From an optimization exercise on the open Yosys and OpenROAD flow, aimed at small area, a short achievable clock period and few clock cycles per item; shortcuts taken in it are not production practice. Function was checked by simulation only, so behaviour that the tests miss may differ from the original. Power figures rest on the tool's default switching activity, not on a simulated workload.

--- design/flow/config.mk ---
export PLATFORM = sky130hd
export DESIGN_NAME = fifo_replacement_kv_cache
export DESIGN_NICKNAME = fifo_replacement_kv_cache
export VERILOG_FILES = /design/flow/design.v
export SDC_FILE = /design/flow/constraint.sdc
export NUM_CORES = 4
export LEC_CHECK = 0
export CAP_MARGIN = 20
export CORE_MARGIN = 2
export CORE_UTILIZATION = 35
export PLACE_DENSITY = 0.45
export SLEW_MARGIN = 20
export SYNTH_MEMORY_MAX_BITS = 16384
--- design/flow/constraint.sdc ---
create_clock -name core_clock -period 8.0 [get_ports {clk_i}]
set_input_delay 1.6000 -clock core_clock [delete_from_list [all_inputs] [get_ports {clk_i}]]
set_output_delay 1.6000 -clock core_clock [all_outputs]
set_load 0.01 [all_outputs]
--- design/flow/design.v ---
package fkvc_pkg;
  localparam int DEPTH    = 32;
  localparam int KEY_BITS = 64;
  localparam int SLOT_W  = (DEPTH > 1) ? $clog2(DEPTH) : 1;
  localparam int COUNT_W = $clog2(DEPTH + 1);
  localparam int CAP_W   = 7;
  localparam int KEY_W   = 64;
  localparam int VAL_W   = 32;
  localparam logic [CAP_W-1:0] CAP_RESET  = CAP_W'(64);
  localparam logic signed [VAL_W-1:0] MISS_VALUE = -32'sd1;
  typedef enum logic {
    CMD_GET = 1'b0,
    CMD_PUT = 1'b1
  } command_e;
  typedef struct packed {
    logic start;
    logic issue;
    logic finish;
    logic load_out;
  } dp_cmd_t;
  typedef struct packed {
    logic match;
    logic exhausted;
    logic out_free;
  } dp_stat_t;
endpackage
module fkvc_ram #(
  parameter int Width = 8,
  parameter int Depth = 16
) (
  input  logic                                       clk_i,
  input  logic                                       we_i,
  input  logic [((Depth > 1) ? $clog2(Depth) : 1)-1:0] waddr_i,
  input  logic [Width-1:0]                           wdata_i,
  input  logic                                       re_i,
  input  logic [((Depth > 1) ? $clog2(Depth) : 1)-1:0] raddr_i,
  output logic [Width-1:0]                           rdata_o
);
  logic [Width-1:0] mem_q [Depth];
  logic [Width-1:0] rdata_q;
  always_ff @(posedge clk_i) begin
    if (we_i) begin
      mem_q[waddr_i] <= wdata_i;
    end
    if (re_i) begin
      rdata_q <= mem_q[raddr_i];
    end
  end
  assign rdata_o = rdata_q;
endmodule
import fkvc_pkg::*;
module fkvc_ctrl
(
  input  logic     clk_i,
  input  logic     rst_ni,
  input  logic     in_valid_i,
  output logic     in_ready_o,
  input  fkvc_pkg::dp_stat_t stat_i,
  output fkvc_pkg::dp_cmd_t  cmd_o
);
  typedef enum logic [1:0] {
    ST_IDLE,
    ST_SEARCH,
    ST_FINISH
  } state_e;
  state_e state_q, state_d;
  always_comb begin
    state_d = state_q;
    cmd_o   = '0;
    unique case (state_q)
      ST_IDLE: begin
        if (in_valid_i) begin
          cmd_o.start = 1'b1;
          state_d     = ST_SEARCH;
        end
      end
      ST_SEARCH: begin
        if (stat_i.match || stat_i.exhausted) begin
          cmd_o.finish = 1'b1;
          state_d      = ST_FINISH;
        end else begin
          cmd_o.issue = 1'b1;
        end
      end
      ST_FINISH: begin
        if (stat_i.out_free) begin
          cmd_o.load_out = 1'b1;
          state_d        = ST_IDLE;
        end
      end
      default: state_d = ST_IDLE;
    endcase
  end
  always_ff @(posedge clk_i or negedge rst_ni) begin
    if (!rst_ni) begin
      state_q <= ST_IDLE;
    end else begin
      state_q <= state_d;
    end
  end
  assign in_ready_o = (state_q == ST_IDLE);
endmodule
import fkvc_pkg::*;
module fkvc_dpath
(
  input  logic                    clk_i,
  input  logic                    rst_ni,
  input  fkvc_pkg::dp_cmd_t                 cmd_i,
  output fkvc_pkg::dp_stat_t                stat_o,
  input  logic                    command_i,
  input  logic [KEY_W-1:0]        key_i,
  input  logic signed [VAL_W-1:0] value_i,
  input  logic                    cfg_we_i,
  input  logic [CAP_W-1:0]        cfg_wdata_i,
  output logic                    out_valid_o,
  input  logic                    out_ready_i,
  output logic                    found_o,
  output logic signed [VAL_W-1:0] read_value_o
);
  localparam int SUM_W = COUNT_W + 1;
  function automatic logic [SLOT_W-1:0] slot_add(input logic [SLOT_W-1:0]  base,
                                                 input logic [COUNT_W-1:0] off);
    logic [SUM_W-1:0] sum;
    sum = SUM_W'(base) + SUM_W'(off);
    if (sum >= SUM_W'(DEPTH)) begin
      sum = sum - SUM_W'(DEPTH);
    end
    slot_add = sum[SLOT_W-1:0];
  endfunction
  logic                    cmd_q;
  logic [KEY_BITS-1:0]     key_q;
  logic signed [VAL_W-1:0] value_q;
  logic [CAP_W-1:0]        cap_q;
  logic [SLOT_W-1:0]       oldest_q, oldest_d;
  logic [COUNT_W-1:0]      count_q, count_d;
  logic [COUNT_W-1:0]      rank_q, rank_d;
  logic                    cmp_vld_q;
  logic [SLOT_W-1:0]       cmp_slot_q;
  logic                    res_found_q;
  logic signed [VAL_W-1:0] res_value_q;
  logic                    out_valid_q, out_valid_d;
  logic                    out_found_q;
  logic signed [VAL_W-1:0] out_value_q;
  logic [COUNT_W-1:0]  eff_cap;
  logic                evict;
  logic                match;
  logic [SLOT_W-1:0]   rd_addr;
  logic [SLOT_W-1:0]   append_slot;
  logic [KEY_BITS-1:0] key_rd;
  logic [VAL_W-1:0]    val_rd;
  logic                key_we;
  logic                val_we;
  logic [SLOT_W-1:0]   val_waddr;
  always_comb begin
    if (cap_q == '0) begin
      eff_cap = COUNT_W'(1);
    end else if (int'(cap_q) > DEPTH) begin
      eff_cap = COUNT_W'(DEPTH);
    end else begin
      eff_cap = COUNT_W'(cap_q);
    end
  end
  assign evict       = (count_q >= eff_cap);
  assign rd_addr     = slot_add(oldest_q, rank_q);
  assign append_slot = slot_add(oldest_q, count_q);
  assign match       = cmp_vld_q && (key_rd == key_q);
  assign stat_o.match     = match;
  assign stat_o.exhausted = (rank_q == count_q);
  assign stat_o.out_free  = !out_valid_q || out_ready_i;
  assign key_we    = cmd_i.finish && (cmd_q == CMD_PUT) && !match;
  assign val_we    = cmd_i.finish && (cmd_q == CMD_PUT);
  assign val_waddr = match ? cmp_slot_q : append_slot;
  fkvc_ram #(
    .Width (KEY_BITS),
    .Depth (DEPTH)
  ) u_key_ram (
    .clk_i   (clk_i),
    .we_i    (key_we),
    .waddr_i (append_slot),
    .wdata_i (key_q),
    .re_i    (cmd_i.issue),
    .raddr_i (rd_addr),
    .rdata_o (key_rd)
  );
  fkvc_ram #(
    .Width (VAL_W),
    .Depth (DEPTH)
  ) u_val_ram (
    .clk_i   (clk_i),
    .we_i    (val_we),
    .waddr_i (val_waddr),
    .wdata_i (value_q),
    .re_i    (cmd_i.issue),
    .raddr_i (rd_addr),
    .rdata_o (val_rd)
  );
  always_comb begin
    oldest_d = oldest_q;
    count_d  = count_q;
    if (key_we) begin
      if (evict) begin
        oldest_d = slot_add(oldest_q, COUNT_W'(1));
      end else begin
        count_d = count_q + COUNT_W'(1);
      end
    end
  end
  always_comb begin
    rank_d = rank_q;
    if (cmd_i.start) begin
      rank_d = '0;
    end else if (cmd_i.issue) begin
      rank_d = rank_q + COUNT_W'(1);
    end
  end
  always_comb begin
    out_valid_d = out_valid_q;
    if (cmd_i.load_out) begin
      out_valid_d = 1'b1;
    end else if (out_ready_i) begin
      out_valid_d = 1'b0;
    end
  end
  always_ff @(posedge clk_i or negedge rst_ni) begin
    if (!rst_ni) begin
      cap_q       <= CAP_RESET;
      oldest_q    <= '0;
      count_q     <= '0;
      rank_q      <= '0;
      cmp_vld_q   <= 1'b0;
      out_valid_q <= 1'b0;
    end else begin
      if (cfg_we_i) begin
        cap_q <= cfg_wdata_i;
      end
      oldest_q    <= oldest_d;
      count_q     <= count_d;
      rank_q      <= rank_d;
      cmp_vld_q   <= cmd_i.issue;
      out_valid_q <= out_valid_d;
    end
  end
  always_ff @(posedge clk_i) begin
    if (cmd_i.start) begin
      cmd_q   <= command_i;
      key_q   <= key_i[KEY_BITS-1:0];
      value_q <= value_i;
    end
    if (cmd_i.issue) begin
      cmp_slot_q <= rd_addr;
    end
    if (cmd_i.finish) begin
      res_found_q <= match;
      if (cmd_q == CMD_GET) begin
        res_value_q <= match ? $signed(val_rd) : MISS_VALUE;
      end else begin
        res_value_q <= '0;
      end
    end
    if (cmd_i.load_out) begin
      out_found_q <= res_found_q;
      out_value_q <= res_value_q;
    end
  end
  assign out_valid_o  = out_valid_q;
  assign found_o      = out_found_q;
  assign read_value_o = out_value_q;
endmodule
import fkvc_pkg::*;
module fifo_replacement_kv_cache
(
  input  logic                    clk_i,
  input  logic                    rst_ni,
  input  logic                    in_valid_i,
  output logic                    in_ready_o,
  input  logic                    command_i,
  input  logic [KEY_W-1:0]        key_i,
  input  logic signed [VAL_W-1:0] value_i,
  output logic                    out_valid_o,
  input  logic                    out_ready_i,
  output logic                    found_o,
  output logic signed [VAL_W-1:0] read_value_o,
  input  logic                    cfg_we_i,
  input  logic [CAP_W-1:0]        cfg_wdata_i
);
  fkvc_pkg::dp_cmd_t  cmd;
  fkvc_pkg::dp_stat_t stat;
  fkvc_ctrl u_ctrl (
    .clk_i      (clk_i),
    .rst_ni     (rst_ni),
    .in_valid_i (in_valid_i),
    .in_ready_o (in_ready_o),
    .stat_i     (stat),
    .cmd_o      (cmd)
  );
  fkvc_dpath u_dpath (
    .clk_i        (clk_i),
    .rst_ni       (rst_ni),
    .cmd_i        (cmd),
    .stat_o       (stat),
    .command_i    (command_i),
    .key_i        (key_i),
    .value_i      (value_i),
    .cfg_we_i     (cfg_we_i),
    .cfg_wdata_i  (cfg_wdata_i),
    .out_valid_o  (out_valid_o),
    .out_ready_i  (out_ready_i),
    .found_o      (found_o),
    .read_value_o (read_value_o)
  );
endmodule
--- design/flow/run.sh ---
#!/bin/bash
# synth_recipe.tcl (not shown) runs the flow's synth.tcl, then flattens the netlist and writes it again
# the make line also repeats each setting of config.mk as NAME=value (left out here)
make -C /OpenROAD-flow-scripts/flow DESIGN_CONFIG=/design/flow/config.mk WORK_HOME=/design/flow/orfs CLKGATE_MAP_FILE= SYNTH_SCRIPT=/design/flow/synth_recipe.tcl finish
==> summary.txt <==
## per-layer routing
metal	part of all wire (%)	wire, um
met1	43	149000
met2	50	173000
met3	4.2	14300
met4	2.0	6950
met5	0	0
## cells by family after synthesis
kind of cell             Yosys count
flip-flops                      3364
XOR/XNOR                          73
AO/OA/AOI/OAI                     49
multiplexers                     986
adder cells (fa/ha/maj)           19
AND/OR/NAND/NOR                  550
buffers and inverters            289
## critical path, delay by kind of cell (launching register included)
family	cells	cell delay [ns]
flip-flops	1	1.02
XOR/XNOR	1	0.79
AND/OR/NAND/NOR	6	2.07
buffers and inverters	2	1.10
## synth_stat cells (2+ instances only)
cell,instances
nand2_1,321
or2_2,2
nand3_1,18
nand4_1,30
a21o_1,5
mux2i_1,13
inv_1,41
nor4_2,3
mux2_2,12
or3_1,11
o21a_1,2
buf_1,65
nor4_1,19
a21oi_1,38
mux4_2,960
xor2_1,26
nor2b_1,11
nand3b_1,2
xnor2_1,47
nor3_1,17
nor2_1,72
clkbuf_1,160
dfrtp_1,27
ha_1,17
nor3b_1,5
fa_1,2
nand2b_1,32
edfxtp_1,3336
buf_2,22
## stage by stage
| step | total power, mW | utilization, % | hold slack, ns | instance area, um^2 |
|---|---|---|---|---|
| 2_1_floorplan | 19.5 | - | 0.400 | 128000 |
| 3_3_place_gp | 19.6 | 37.6 | 0.409 | 136000 |
| 3_5_place_dp | 19.6 | 37.7 | 0.405 | 137000 |
| 4_1_cts | 36.6 | 41.0 | 0.421 | 149000 |
| 5_1_grt | 37.2 | 41.1 | 0.434 | 149000 |
| 6_report | 36.1 | 41.1 | 0.417 | 149000 |
## area by class of cell
| cell class | instances | area share (%) |
|---|---|---|
| tap | 4794 | 4.03 |
| timing repair buffer | 365 | 2.50 |
| sequential | 3364 | 67.8 |
| multi-input combinational | 1677 | 17.5 |
| clock buffer | 454 | 6.57 |
| antenna | 2 | 0.00336 |
| clock inverter | 220 | 1.51 |
| inverter | 42 | 0.121 |
## worst min-delay path by stage
| stage | startpoint | to | slack (ns) | cells past startpoint |
|---|---|---|---|---|
| CTS | u_dpath.res_value_q[20] | u_dpath.out_value_q[20] | 0.42 | 0 |
| floorplan | u_dpath.res_found_q | u_dpath.out_found_q | 0.40 | 0 |
| detailed placement | u_dpath.res_value_q[18] | u_dpath.out_value_q[18] | 0.40 | 0 |
| finish | u_dpath.res_value_q[20] | u_dpath.out_value_q[20] | 0.42 | 0 |
| global route | u_dpath.res_value_q[20] | u_dpath.out_value_q[20] | 0.43 | 0 |
| global placement | u_dpath.res_value_q[23] | u_dpath.out_value_q[23] | 0.41 | 0 |
## power by group
| part | internal [mW] | switching, mW |
|---|---|---|
| combinational | 0.0516 | 0.0394 |
| sequential | 19.1 | 0.00534 |
| clock | 9.91 | 7.04 |
| total | 29.1 | 7.09 |
## sequential cells by signal, summed over array words and instances (netlist names)
name and cells:
u_ctrl.state_q 2, u_dpath.cap_q 7, u_dpath.cmd_q 1, u_dpath.cmp_slot_q 5, u_dpath.cmp_vld_q 1, u_dpath.count_q 6
u_dpath.key_q 64, u_dpath.oldest_q 5, u_dpath.out_found_q 1, u_dpath.out_valid_q 1, u_dpath.out_value_q 32, u_dpath.rank_q 6
u_dpath.res_found_q 1, u_dpath.res_value_q 32, u_dpath.u_key_ram.mem_q 2048, u_dpath.u_key_ram.rdata_q 64, u_dpath.u_val_ram.mem_q 1024, u_dpath.u_val_ram.rdata_q 32
u_dpath.value_q 32
==> results.sh <==
export IMPL_critical_path_class="flop to flop"
export IMPL_synth_fa_ha_area_share_pct=0.198
export IMPL_timing_final_hold_violations=0
export IMPL_drv_cap=0
export IMPL_die_area_um2=369000
export IMPL_busiest_layer="met2"
export IMPL_post_cts_setup_buffers=0
export IMPL_grtUsageMet3_pct=2.24
export IMPL_clk_latency_ns=0.94
export IMPL_synth_compound_area_share_pct=0.210
export IMPL_crit_path_start="u_dpath.key_q[58]"
export IMPL_dr_pass1_iters=5
export IMPL_dpl_worst_slack_ns=2.38
export IMPL_min_period_ns=5.47
export IMPL_cp_common_cell="buf_4"
export IMPL_gp_congestion=0.787
export IMPL_yosysUniqueCellTypes=43
export IMPL_crit_fanout=44
export IMPL_num_fill_cells=31400
export IMPL_grt_usage_pct=18.4
export IMPL_avgSynthCellArea_um2=23.9
export IMPL_setup_viol=0
export IMPL_reg2reg_from="u_dpath.key_q[58]"
export IMPL_cts_hold_buf=0
export IMPL_grt_pass1_wl_um=483000
export IMPL_fin_nets=5951
export IMPL_wl_per_cell_um=31.4
export IMPL_grt_util_met2_pct=31.4
export IMPL_cts_sinks=3364
export IMPL_drc=0
export IMPL_cp_endpoint="u_dpath.u_key_ram.mem_q[10][22]"
export IMPL_seq_area_um2=101000
export IMPL_grt_max_degree=120
export IMPL_ys_flop_type="edfxtp_1"
export IMPL_rrSetupSlack_ns=2.53
export IMPL_status="complete, no violations"
export IMPL_multi_input_area_um2=26100
export IMPL_r2r_end="u_dpath.u_key_ram.mem_q[10][22]"
export IMPL_drive_above_1_share_pct=29.5
export IMPL_p_leak_nw=45.0
export IMPL_synth_xor_area_share_pct=0.501
export IMPL_htree_num_levels=5
export IMPL_vias=57500
export IMPL_setup_ws_ns=2.53
export IMPL_detail_route_vias_per_cell=5.27
export IMPL_synth_top_cell_area_share_pct=78.6
export IMPL_power_density_nw_per_um2=243
export IMPL_async_flop_share_pct=0.832
export IMPL_core_area_um2=363000
export IMPL_dp_cells=10200
export IMPL_slowest_stage="edfxtp_1"
export IMPL_synth_area_leaders="edfxtp_1, mux4_2, nand2_1, dfrtp_1, clkbuf_1"
export IMPL_cts_made_buffers=373
export IMPL_clk_pin_slew_worst_paths_ns=0.06
export IMPL_synth_edff_count=3336
export IMPL_grtUsageMet1_pct=25.4
export IMPL_ys_warn_count=4
export IMPL_synthSimpleGateAreaFrac_pct=1.93
export IMPL_cp_required_ns=8.54
export IMPL_final_cell_mix="edfxtp_1, mux4_2, clkbuf_16"
export IMPL_cts_buffer_depth=4
export IMPL_die_y_um=608
export IMPL_drtIter0Drc=5691
export IMPL_start_util_pct=35.2
export IMPL_slew_violations=0
export IMPL_floorplan_rows=221
export IMPL_layoutNonFillerInstCount=10900
export IMPL_worst_slew_pin_slew_ns=1.10
export IMPL_ant_nets=0
export IMPL_path_cells="xor2_1, nor4_1, nand4b_1, or3_1, nor4_2, buf_4, or4_1, nor2_4, buf_4"
export IMPL_maxSlewHeadroom_pct=26.4
export IMPL_tritoncts="done"
export IMPL_ioPinCount=144
export IMPL_tns_ns=0
export IMPL_layout_commonest_cell="edfxtp_1"
export IMPL_synth_nets=5458
export IMPL_grt_pass1_vias=60500
export IMPL_fmax_mhz=183
export IMPL_overflow=0
export IMPL_synth_top_family_by_area="multiplexers"
export IMPL_syn_area_um2=128000
export IMPL_skew_ns=0.0698
export IMPL_rsz0062_at_grt="no"
export IMPL_antenna_found_initial=16
export IMPL_syn_to_final_growth_pct=16.7
export IMPL_endpoint_kind="flop"
export IMPL_start_kind="flop"
export IMPL_portBuffers=143
export IMPL_max_stage_delay_ns=1.02
export IMPL_cp_arrival_ns=6.01
export IMPL_dp_hpwl_um=187000
export IMPL_synth_seq_cells=3364
export IMPL_die_w_um=608
export IMPL_min_path_type="flop to flop"
export IMPL_synth_area_leader_cell="edfxtp_1"
export IMPL_ff2ff_path_depth=9
export IMPL_synth_cells=5330
export IMPL_root_buffer="clkbuf_16"
export IMPL_synth_mux_area_share_pct=17.2
export IMPL_fin_crit_sh_pct=68.3
export IMPL_vdd_drop_max_v=0.000181
export IMPL_ctsResizeCount=0
export IMPL_wl_um=343000
export IMPL_yosysSeqAreaShare_pct=79.1
Testbench counts, summed over its fixed seeds: cycles 219,289, items 8,000.

-- static timing again, ports no longer ideal --
The results above use ideal ports. As a check the final layout listed here was re-extracted and re-timed, cells and wires unchanged. Step 1, drivers: a clkbuf_16 drives clk_i and a buf_2 each remaining input, both assumed. Step 2 adds t to the input delays and takes it off the output delays; t is the mean of the earliest and latest rising clock arrival at the registers after step 1. Input paths then give back, and output paths get back, about the clock's delay inside the block. Slacks: ideal / step 1 / step 2; pairs: ideal / step 1.
t, ns: 1.015
slack for setup (ns): 2.532 / 2.532 / 2.532
clock arrival spread, ns: 0.074 / 0.074
worst slew at a driven data input, ns: 0.11
cell pins on the clock port's net: 1
After both steps this run still meets setup and hold. For this run, drivers alone change the setup slack by 0.000 ns; drivers and shift together by 0.000 ns.
